This is an optimization exercise on Yosys and OpenROAD, whose aim is small area and a short achievable clock period, not a production implementation. Function was checked by simulation only, so behaviour that the tests miss may differ from the original. No activity file was given, so power comes from the tool's default toggle rates.

==> flow/design.v <==
package cnn_pkg;
    localparam int DATA_W   = 21;
    localparam int POOL_W   = DATA_W - 1;
    localparam int MAX_W    = 256;
    localparam int DIM_W    = 9;
    localparam int LB_DEPTH = MAX_W / 2;
    localparam int LB_AW    = $clog2(LB_DEPTH);
    localparam logic [DIM_W-1:0] MAX_W_DIM = DIM_W'(MAX_W);
    typedef enum logic {
        IDLE = 1'b0,
        RUN  = 1'b1
    } state_t;
endpackage
import cnn_pkg::*;
module pool_line_buffer
(
    input  logic              clk,
    input  logic              sh,
    input  logic [POOL_W-1:0] din,
    input  logic [3:0]        fsel,
    input  logic [3:0]        dsel,
    input  logic [7:0]        csel,
    output logic [POOL_W-1:0] tap
);
    localparam int NF = 4;
    localparam int ND = 12;
    localparam int NC = 111;
    logic [POOL_W-1:0] f [NF];
    logic [POOL_W-1:0] d [ND];
    logic [POOL_W-1:0] c [NC];
    logic [POOL_W-1:0] g1, g2;
    always_comb begin
        g1 = '0;
        for (int i = 0; i < NF; i++) begin
            g1 = g1 | (f[i] & {POOL_W{fsel[i]}});
        end
        g2 = g1 & {POOL_W{dsel[0]}};
        for (int b = 1; b < 4; b++) begin
            g2 = g2 | (d[4*b-1] & {POOL_W{dsel[b]}});
        end
        tap = g2 & {POOL_W{csel[0]}};
        for (int a = 1; a < 8; a++) begin
            tap = tap | (c[16*a-2] & {POOL_W{csel[a]}});
        end
    end
    always_ff @(posedge clk) begin
        if (sh) begin
            f[0] <= din;
            for (int i = 1; i < NF; i++) begin
                f[i] <= f[i-1];
            end
            d[0] <= g1;
            for (int j = 1; j < ND; j++) begin
                d[j] <= d[j-1];
            end
            c[0] <= g2;
            for (int j = 1; j < NC; j++) begin
                c[j] <= c[j-1];
            end
        end
    end
endmodule
import cnn_pkg::*;
module relu_maxpool
(
    input  logic              clk,
    input  logic              rst,
    input  logic              clear,
    input  logic              start,
    input  logic [DIM_W-1:0]  map_width,
    input  logic [DIM_W-1:0]  map_height,
    input  logic [DATA_W-1:0] in_data,
    input  logic              in_valid,
    output logic [POOL_W-1:0] out,
    output logic              done,
    output logic              frame_done,
    output logic              busy,
    output logic              cfg_err
);
    logic               busy_q, done_q, frame_done_q, cfg_err_q;
    logic [DIM_W-1:0]   w_q, ccnt_q, rcnt_q;      
    logic               lastc_q, lastr_q, codd_q, rodd_q;
    logic [POOL_W-1:0]  a_q;                      
    logic [POOL_W-1:0]  pm_q;                     
    logic [POOL_W-1:0]  out_q;
    logic               sh_q;                     
    logic [3:0]         fsel_q, dsel_q;
    logic [7:0]         csel_q;
    logic               p1_q;
    logic               accept, pair_ev, dims_ok;
    logic [POOL_W-1:0]  vraw, y, a_d, tap;
    logic               neg, lb_use, a_y, a_tap, a_en, lastp_q;
    logic [6:0]         sx_q;
    logic [3:0]         fsel_d, dsel_d;
    logic [7:0]         csel_d;
    always_comb begin
        vraw    = in_data[POOL_W-1:0];
        neg     = in_data[DATA_W-1];
        accept  = busy_q && in_valid;
        pair_ev = accept && codd_q;
        dims_ok = (map_width >= DIM_W'(2)) && (map_width <= MAX_W_DIM) &&
                  (map_height >= DIM_W'(2));
        lb_use  = busy_q && (rodd_q ^ lastp_q);
        a_y     = busy_q && (!codd_q || (lb_use && p1_q));
        a_tap   = codd_q && lb_use && !p1_q;
        a_en    = !busy_q || (accept && (codd_q || !lastc_q));
    end
    pool_max_k u_max (.a(a_q), .v(vraw), .neg(neg), .y(y),
                      .k(a_y), .t(tap), .kt(a_tap), .yk(a_d));
    always_comb begin
        fsel_d = '0;
        dsel_d = '0;
        csel_d = '0;
        fsel_d[sx_q[1:0]] = 1'b1;
        dsel_d[sx_q[3:2]] = 1'b1;
        csel_d[sx_q[6:4]] = 1'b1;
    end
    always_ff @(posedge clk) begin
        if (w_q[8]) begin
            sx_q <= 7'd127;
        end else if (w_q[7:1] <= 7'd17) begin
            sx_q <= w_q[7:1] - 7'd2;
        end else begin
            sx_q <= w_q[7:1] - 7'd1;
        end
        p1_q   <= (w_q[8:1] == 8'd1);
        fsel_q <= fsel_d;
        dsel_q <= dsel_d;
        csel_q <= csel_d;
    end
    always_ff @(posedge clk) begin
        if (rst || clear) begin
            busy_q       <= 1'b0;
            done_q       <= 1'b0;
            frame_done_q <= 1'b0;
            out_q        <= '0;
            if (rst) begin
                cfg_err_q <= 1'b0;
            end
        end else begin
            done_q       <= pair_ev && rodd_q;
            frame_done_q <= accept && lastc_q && lastr_q;
            if (!busy_q && start) begin
                if (dims_ok) begin
                    busy_q    <= 1'b1;
                    cfg_err_q <= 1'b0;
                end else begin
                    cfg_err_q <= 1'b1;
                end
            end
            if (accept && lastc_q && lastr_q) begin
                busy_q <= 1'b0;
            end
            if (pair_ev && rodd_q) begin
                out_q <= y;
            end
        end
    end
    always_ff @(posedge clk) begin
        if (!busy_q && start) begin
            w_q     <= map_width;
            ccnt_q  <= map_width;
            rcnt_q  <= map_height;
            lastc_q <= 1'b0;
            lastp_q <= (map_width <= DIM_W'(3));
            lastr_q <= 1'b0;
            codd_q  <= 1'b0;
            rodd_q  <= 1'b0;
        end else if (accept) begin
            if (lastc_q) begin
                ccnt_q  <= w_q;
                lastc_q <= 1'b0;
                lastp_q <= (w_q <= DIM_W'(3));
                codd_q  <= 1'b0;
                rcnt_q  <= rcnt_q - DIM_W'(1);
                lastr_q <= (rcnt_q == DIM_W'(2));
                rodd_q  <= !rodd_q;
            end else begin
                ccnt_q  <= ccnt_q - DIM_W'(1);
                lastc_q <= (ccnt_q == DIM_W'(2));
                lastp_q <= (ccnt_q <= DIM_W'(3));
                codd_q  <= !codd_q;
            end
        end
        if (a_en) begin
            a_q <= a_d;
        end
        if (codd_q) begin
            pm_q <= y;
        end
        sh_q <= pair_ev;
    end
    pool_line_buffer u_line_buf (
        .clk  (clk),
        .sh   (sh_q),
        .din  (pm_q),
        .fsel (fsel_q),
        .dsel (dsel_q),
        .csel (csel_q),
        .tap  (tap)
    );
    assign out        = out_q;
    assign done       = done_q;
    assign frame_done = frame_done_q;
    assign busy       = busy_q;
    assign cfg_err    = cfg_err_q;
endmodule
module pool_max_pfx
(
    input  logic [POOL_W-1:0] a,
    input  logic [POOL_W-1:0] v,
    output logic [POOL_W-1:0] gn,
    output logic [POOL_W-1:0] en
);
    localparam int LV = $clog2(POOL_W);    
    function automatic integer done_lv;
        input integer i;
        integer k;
        begin
            done_lv = 0;
            for (k = 0; k <= LV; k = k + 1) begin
                if (i + (1 << k) < POOL_W) done_lv = k + 1;
            end
        end
    endfunction
    logic [POOL_W-1:0] g [LV+1];
    logic [POOL_W-1:0] e [LV+1];
    logic [POOL_W-1:0] gx, ex;             
    for (genvar i = 0; i < POOL_W; i++) begin : g_bit0
        pool_max_bit u_b (.a(a[i]), .v(v[i]), .g(g[0][i]), .e(e[0][i]));
    end
    for (genvar i = 0; i < POOL_W; i++) begin : g_inv
        if (done_lv(i) < LV) begin : g_x
            pool_max_inv u_i (.a(g[done_lv(i)][i]), .y(gx[i]));
            pool_max_inv u_j (.a(e[done_lv(i)][i]), .y(ex[i]));
        end else begin : g_nx
            assign gx[i] = 1'b0;
            assign ex[i] = 1'b0;
        end
    end
    for (genvar k = 0; k < LV; k++) begin : g_lv
        for (genvar i = 0; i < POOL_W; i++) begin : g_bit
            if (i + (1 << k) < POOL_W) begin : g_comb
                if (k % 2 == 0) begin : g_t
                    pool_max_ct u_c (.gh(g[k][i+(1<<k)]), .eh(e[k][i+(1<<k)]),
                                     .gl(g[k][i]), .el(e[k][i]),
                                     .gn(g[k+1][i]), .en(e[k+1][i]));
                end else begin : g_n
                    pool_max_cn u_c (.gnh(g[k][i+(1<<k)]), .enh(e[k][i+(1<<k)]),
                                     .gnl(g[k][i]), .enl(e[k][i]),
                                     .g(g[k+1][i]), .e(e[k+1][i]));
                end
            end else if ((k + 1 - done_lv(i)) % 2 == 0) begin : g_same
                assign g[k+1][i] = g[done_lv(i)][i];
                assign e[k+1][i] = e[done_lv(i)][i];
            end else begin : g_flip
                assign g[k+1][i] = gx[i];
                assign e[k+1][i] = ex[i];
            end
        end
    end
    for (genvar i = 0; i < POOL_W - 1; i++) begin : g_out
        assign gn[i] = g[LV][i+1];
        assign en[i] = e[LV][i+1];
    end
    assign gn[POOL_W-1] = 1'b1;
    assign en[POOL_W-1] = 1'b0;
endmodule
module pool_max_k
(
    input  logic [POOL_W-1:0] a,
    input  logic [POOL_W-1:0] v,
    input  logic              neg,
    output logic [POOL_W-1:0] y,
    input  logic              k,
    input  logic [POOL_W-1:0] t,
    input  logic              kt,
    output logic [POOL_W-1:0] yk
);
    logic [POOL_W-1:0] gn, en;
    pool_max_pfx u_p (.a(a), .v(v), .gn(gn), .en(en));
    for (genvar i = 0; i < POOL_W - 1; i++) begin : g_out
        pool_max_out u_o (.a(a[i]), .v(v[i]), .neg(neg), .gn(gn[i]), .en(en[i]), .y(y[i]));
        pool_max_outk u_k (.a(a[i]), .v(v[i]), .neg(neg), .gn(gn[i]), .en(en[i]),
                           .k(k), .t(t[i]), .kt(kt), .y(yk[i]));
    end
    assign y[POOL_W-1]  = a[POOL_W-1] | (v[POOL_W-1] & ~neg);
    assign yk[POOL_W-1] = (k & y[POOL_W-1]) | (kt & t[POOL_W-1]);
endmodule
module pool_max_bit
(
    input  logic a,
    input  logic v,
    output logic g,
    output logic e
);
    assign g = a & ~v;
    assign e = ~(a ^ v);
endmodule
module pool_max_ct
(
    input  logic gh,
    input  logic eh,
    input  logic gl,
    input  logic el,
    output logic gn,
    output logic en
);
    assign gn = ~(gh | (eh & gl));
    assign en = ~(eh & el);
endmodule
module pool_max_cn
(
    input  logic gnh,
    input  logic enh,
    input  logic gnl,
    input  logic enl,
    output logic g,
    output logic e
);
    assign g = ~(gnh & (enh | gnl));
    assign e = ~(enh | enl);
endmodule
module pool_max_inv
(
    input  logic a,
    output logic y
);
    assign y = ~a;
endmodule
module pool_max_out
(
    input  logic a,
    input  logic v,
    input  logic neg,
    input  logic gn,
    input  logic en,
    output logic y
);
    assign y = (a & (neg | ~(gn & en))) | (v & gn & ~neg);
endmodule
module pool_max_outk
(
    input  logic a,
    input  logic v,
    input  logic neg,
    input  logic gn,
    input  logic en,
    input  logic k,
    input  logic t,
    input  logic kt,
    output logic y
);
    assign y = (k & a & (neg | ~(gn & en))) | (k & v & gn & ~neg) | (kt & t);
endmodule
clock: 5.5 ns
lec_check: 0
cap_margin: 20
core_margin: 2
core_utilization: 60
cts_cluster_diameter: 120
cts_cluster_size: 30
setup_slack_margin: 3.2
slew_margin: 20
synth_hierarchical: 1
run.sh (not shown) runs the stock make flow with config.mk's settings and CLKGATE_MAP_FILE= SYNTH_SCRIPT=/design/flow/synth_recipe.tcl, a recipe that flattens the netlist after the stock synthesis.
Rerun with:
--- a/flow/design.v
+++ b/flow/design.v
@@ -86,9 +86,9 @@
     logic               sh_q;                     
     logic [3:0]         fsel_q, dsel_q;
     logic [7:0]         csel_q;
     logic               p1_q;
-    logic               accept, pair_ev, dims_ok;
+    logic               accept, pair_ev, dims_ok, cfg_ld, cfg_d;
     logic [POOL_W-1:0]  vraw, y, a_d, tap;
     logic               neg, lb_use, a_y, a_tap, a_en, lastp_q;
     logic [6:0]         sx_q;
     logic [3:0]         fsel_d, dsel_d;
@@ -133,20 +133,14 @@
             busy_q       <= 1'b0;
             done_q       <= 1'b0;
             frame_done_q <= 1'b0;
             out_q        <= '0;
-            if (rst) begin
-                cfg_err_q <= 1'b0;
-            end
         end else begin
             done_q       <= pair_ev && rodd_q;
             frame_done_q <= accept && lastc_q && lastr_q;
             if (!busy_q && start) begin
                 if (dims_ok) begin
                     busy_q    <= 1'b1;
-                    cfg_err_q <= 1'b0;
-                end else begin
-                    cfg_err_q <= 1'b1;
                 end
             end
             if (accept && lastc_q && lastr_q) begin
                 busy_q <= 1'b0;
@@ -155,8 +149,15 @@
                 out_q <= y;
             end
         end
     end
+    always_comb begin
+        cfg_ld = !busy_q && start && !clear;
+        cfg_d  = !rst && ((cfg_ld && !dims_ok) || (!cfg_ld && cfg_err_q));
+    end
+    always_ff @(posedge clk) begin
+        cfg_err_q <= cfg_d;
+    end
     always_ff @(posedge clk) begin
         if (!busy_q && start) begin
             w_q     <= map_width;
             ccnt_q  <= map_width;
@@ -208,10 +209,10 @@
 module pool_max_pfx
 (
     input  logic [POOL_W-1:0] a,
     input  logic [POOL_W-1:0] v,
-    output logic [POOL_W-1:0] gn,
-    output logic [POOL_W-1:0] en
+    output logic [POOL_W-2:0] gn,
+    output logic [POOL_W-2:0] en
 );
     localparam int LV = $clog2(POOL_W);    
     function automatic integer done_lv;
         input integer i;
@@ -262,10 +263,8 @@
     for (genvar i = 0; i < POOL_W - 1; i++) begin : g_out
         assign gn[i] = g[LV][i+1];
         assign en[i] = e[LV][i+1];
     end
-    assign gn[POOL_W-1] = 1'b1;
-    assign en[POOL_W-1] = 1'b0;
 endmodule
 module pool_max_k
 (
     input  logic [POOL_W-1:0] a,
@@ -276,17 +275,15 @@
     input  logic [POOL_W-1:0] t,
     input  logic              kt,
     output logic [POOL_W-1:0] yk
 );
-    logic [POOL_W-1:0] gn, en;
+    logic [POOL_W-2:0] gn, en;
     pool_max_pfx u_p (.a(a), .v(v), .gn(gn), .en(en));
     for (genvar i = 0; i < POOL_W - 1; i++) begin : g_out
         pool_max_out u_o (.a(a[i]), .v(v[i]), .neg(neg), .gn(gn[i]), .en(en[i]), .y(y[i]));
-        pool_max_outk u_k (.a(a[i]), .v(v[i]), .neg(neg), .gn(gn[i]), .en(en[i]),
-                           .k(k), .t(t[i]), .kt(kt), .y(yk[i]));
     end
-    assign y[POOL_W-1]  = a[POOL_W-1] | (v[POOL_W-1] & ~neg);
-    assign yk[POOL_W-1] = (k & y[POOL_W-1]) | (kt & t[POOL_W-1]);
+    assign y[POOL_W-1] = a[POOL_W-1] | (v[POOL_W-1] & ~neg);
+    assign yk = (y & {POOL_W{k}}) | (t & {POOL_W{kt}});
 endmodule
 module pool_max_bit
 (
     input  logic a,
@@ -338,18 +335,4 @@
     output logic y
 );
     assign y = (a & (neg | ~(gn & en))) | (v & gn & ~neg);
 endmodule
-module pool_max_outk
-(
-    input  logic a,
-    input  logic v,
-    input  logic neg,
-    input  logic gn,
-    input  logic en,
-    input  logic k,
-    input  logic t,
-    input  logic kt,
-    output logic y
-);
-    assign y = (k & a & (neg | ~(gn & en))) | (k & v & gn & ~neg) | (kt & t);
-endmodule
Result: Global-route usage came out lower by 0.12 points. Setup slack gains 0.0061 ns. Sequential share of layout area stays flat. Power hardly moves. Cell area barely changes. Clock-buffer cell count went down by 1. Utilization climbs by 0.67 points. Critical path depth is higher by 11.

-- what the ideal ports hide --
The flow's constraints put no driver on any port. The routed layouts listed below were extracted and timed again, unchanged, in two steps. Step 1 assumes that a clkbuf_16 drives the clock port and a buf_2 every other input. Step 2 also shifts input and output timing later by t, the mid clock arrival at the registers, as if the neighbouring blocks saw the same clock. Slacks: no drivers / after step 1 / after step 2; pairs: no drivers / after step 1.
run	shift t [ns]	setup WS [ns]	hold WS [ns]	pins driven straight from the clock port
the first run	0.795	3.123 / 3.047 / 2.420	0.389 / 0.389 / 0.389	1
the second run	0.795	3.129 / 3.066 / 2.380	0.408 / 0.408 / 0.408	1
After both steps every run listed still meets setup and hold. The setup slack of the second run, which loses most, moves by -0.063 ns with the drivers and by -0.749 ns with both steps.
